This design comes from an exercise in tuning for small area, a short achievable clock period and few clock cycles per item on the open sky130 flow, not from production work. The RTL was checked by simulation tests, not by an equivalence proof against the original design.

rev 12:
// yuv_to_rgb_top
module yuv_to_rgb_top (
	input logic Clock,
	input logic resetn,
	input logic in_valid,
	input csc_pkg::pixel_t in_y_even,
	input csc_pkg::pixel_t in_y_odd,
	input csc_pkg::pixel_t in_u,
	input csc_pkg::pixel_t in_v,
	output logic in_ready,
	output logic out_valid,
	output csc_pkg::word_t out_data,
	input logic out_credit
);
	localparam logic [1:0] PA = 2'd0;
	localparam logic [1:0] PB = 2'd1;
	localparam logic [1:0] PC = 2'd2;
	localparam logic [1:0] T_NONE = 2'd0;
	localparam logic [1:0] T_EVEN = 2'd1;
	localparam logic [1:0] T_ODD = 2'd2;
	logic [3:0][7:0] s_ye;
	logic [3:0][7:0] s_yo;
	logic [3:0][7:0] s_u;
	logic [3:0][7:0] s_v;
	logic wpar;
	logic [1:0] widx;
	logic rpar;
	logic [3:0] ko;
	logic [3:0] kov;
	logic [1:0] rph;
	logic [2:0] cred;
	logic stall;
	logic [26:0] pre_u;
	logic [26:0] pre_v;
	logic [7:0] y_r;
	logic [18:0] fcs;
	logic [8:0] fu;
	logic oiss;
	logic [1:0] t1;
	logic [22:0] p1;
	logic [8:0] ub1;
	logic [8:0] vb1;
	logic [1:0] t2;
	logic [22:0] pr2;
	logic [22:0] pg2;
	logic [22:0] pb2;
	logic [7:0] bh;
	logic pend;
	logic v4;
	logic accept;
	logic start_ok;
	logic op_valid;
	logic go;
	logic [1:0] tag_r;
	logic wpar_n;
	logic [1:0] widx_n;
	logic rpar_n;
	logic [3:0] ko_n;
	logic [1:0] rph_n;
	logic [2:0] cred_n;
	logic v4_n;
	logic stall_n;
	logic stall_nc;
	logic free_n;
	logic [7:0] rd_y;
	logic [7:0] rd_u;
	logic [7:0] rd_v;
	logic [22:0] luma;
	logic [26:0] tap_u;
	logic [26:0] tap_v;
	logic [18:0] fir_cs;
	logic [8:0] fir_out;
	logic [22:0] lpr;
	logic [22:0] lpg;
	logic [22:0] lpb;
	logic [7:0] lr;
	logic [7:0] lg;
	logic [7:0] lb;
	assign accept = in_valid && in_ready;
	assign start_ok = !ko[0] || (wpar != rpar);
	assign op_valid = (rph != PA) || start_ok;
	assign go = op_valid && !stall;
  ...
For scale: roughly 2,500 cells after synthesis, roughly 54 I/O pins, roughly 27,000 um2 of cells after synthesis.
clock: 9.0 ns
lec_check: 0
cap_margin: 20
core_margin: 2
core_utilization: 65
cts_buf_list: sky130_fd_sc_hd__clkbuf_8
cts_cluster_diameter: 60
cts_cluster_size: 20
setup_slack_margin: 5
slew_margin: 20
standard.sh (not shown) runs the stock make flow with config.mk's settings and CLKGATE_MAP_FILE= SYNTH_SCRIPT=/design/flow/synth_recipe.tcl, a recipe that flattens the netlist after the stock synthesis.
==> flow/flow/run.sh <==
#!/bin/bash
# Own flow: the standard synthesis, then inverters around full adders removed
# (flow/fixinv.py, checked for equivalence with Yosys), then the standard
# layout with timing repair aiming past the clock period.
set -euo pipefail
MARGIN=5.8
R=orfs/results/sky130hd/yuv_to_rgb_top/base
bash standard.sh synth > synth.log 2>&1
cp $R/1_2_yosys.v yosys_before_fixinv.v.log
python3 flow/fixinv.py $R/1_2_yosys.v fixinv_out.v > fixinv.log 2>&1
LIB=$FLOW_HOME/platforms/sky130hd/lib/sky130_fd_sc_hd__tt_025C_1v80.lib
cat > fixinv_equiv.ys <<EOS
read_liberty -ignore_miss_func $LIB
read_verilog yosys_before_fixinv.v.log
rename $FLOW_TOP gold
read_verilog fixinv_out.v
rename $FLOW_TOP gate
hierarchy -check
flatten
rename -hide gold/w:_*
rename -hide gate/w:_*
async2sync
equiv_make gold gate eq
hierarchy -top eq
equiv_simple
equiv_induct
equiv_status -assert
EOS
if yosys -q -s fixinv_equiv.ys > fixinv_equiv.log 2>&1; then
  cp fixinv_out.v $R/1_2_yosys.v
  echo "fixinv: equivalent, netlist replaced" >> fixinv.log
else
  echo "fixinv: not proven equivalent, netlist kept" >> fixinv.log
fi
bash standard.sh SETUP_SLACK_MARGIN=$MARGIN "BUFFER_PORTS_ARGS=-buffer_cell sky130_fd_sc_hd__buf_4" finish > finish.log 2>&1
Other scripts of this flow, unchanged in this note and not shown: flow/flow/fixinv.py
Testbench counts of rev 12, summed over its fixed seeds: cycles 4,680, pairs 1,536.
Setup changes, rev 12 to rev 13
Settings: CTS_CLUSTER_SIZE no longer set, was 20; CTS_BUF_LIST now sky130_fd_sc_hd__clkbuf_4 sky130_fd_sc_hd__clkbuf_8, was sky130_fd_sc_hd__clkbuf_8; CTS_CLUSTER_DIAMETER no longer set, was 60.
## What came out
Rev 13 reports its startpoint of the most critical setup path as vb1[6] while rev 12 reports ub1[0].
Of rev 13 and rev 12, it is rev 13 that has the higher routed wire length.
Rev 13 supports a lower top clock frequency than rev 12.
Count of buffer and inverter cells on the critical path on rev 13 is down relative to rev 12.
Final cell count (higher): rev 13

========
Starting RTL as in the previous note.
Settings: LEC_CHECK=0, CAP_MARGIN=20, CORE_MARGIN=2, CORE_UTILIZATION=65, CTS_BUF_LIST=sky130_fd_sc_hd__clkbuf_8, CTS_CLUSTER_DIAMETER=50, CTS_CLUSTER_SIZE=14, SETUP_SLACK_MARGIN=5, SLEW_MARGIN=20; clock period 9.0 ns.
Scripts as last shown in full above: flow/flow/run.sh
Other scripts of this flow, unchanged in this note and not shown: flow/flow/fixinv.py
The baseline completed without violations.
Testbench counts at the start, summed over its fixed seeds: cycles 4,680, pairs 1,536.
==> next run, changes <==
--- a/flow/config.mk
+++ b/flow/config.mk
@@ -12,4 +12,5 @@
 export CTS_CLUSTER_DIAMETER = 50
 export CTS_CLUSTER_SIZE = 14
+export PLACE_DENSITY = 0.7
 export SETUP_SLACK_MARGIN = 5
 export SLEW_MARGIN = 20
Outcome:
- synthesized cell count is unchanged
- final cell count does not change
- clock skew stays the same
- hold slack stays the same
- flip-flop and latch count stays the same

## separate check: timing with driven ports
No port has a modelled driver above. Below, the same layouts with a new extraction and two added sets of constraints.
Step 1 (the two cells are an assumption about what drives the block):
set clk [get_ports {Clock}]
set_driving_cell -lib_cell sky130_fd_sc_hd__clkbuf_16 $clk
set_driving_cell -lib_cell sky130_fd_sc_hd__buf_2 [delete_from_list [all_inputs] $clk]
Step 2 times the ports against the registers' clock, not the clock port: input delays grow and output delays shrink by t, the midpoint of the rising clock arrivals with the driver on.
Three values: no drivers, after step 1, after step 2; two values: the first two.
run | shift t [ns] | slack for setup (ns) | hold slack, ns | worst register clock-pin slew, ns | cell pins on the clock port's net
rev 12 | 0.669 | 5.685 / 5.685 / 5.685 | 0.534 / 0.534 / 0.534 | 0.12 / 0.12 | 1
rev 13 | 0.683 | 5.601 / 5.601 / 5.601 | 0.528 / 0.528 / 0.528 | 0.07 / 0.07 | 1
the first run of note 2 | 0.707 | 5.649 / 5.649 / 5.649 | 0.531 / 0.531 / 0.531 | 0.09 / 0.09 | 1
the second run of note 2 | 0.707 | 5.649 / 5.649 / 5.649 | 0.531 / 0.531 / 0.531 | 0.09 / 0.09 | 1
After both steps every run listed still meets setup and hold.
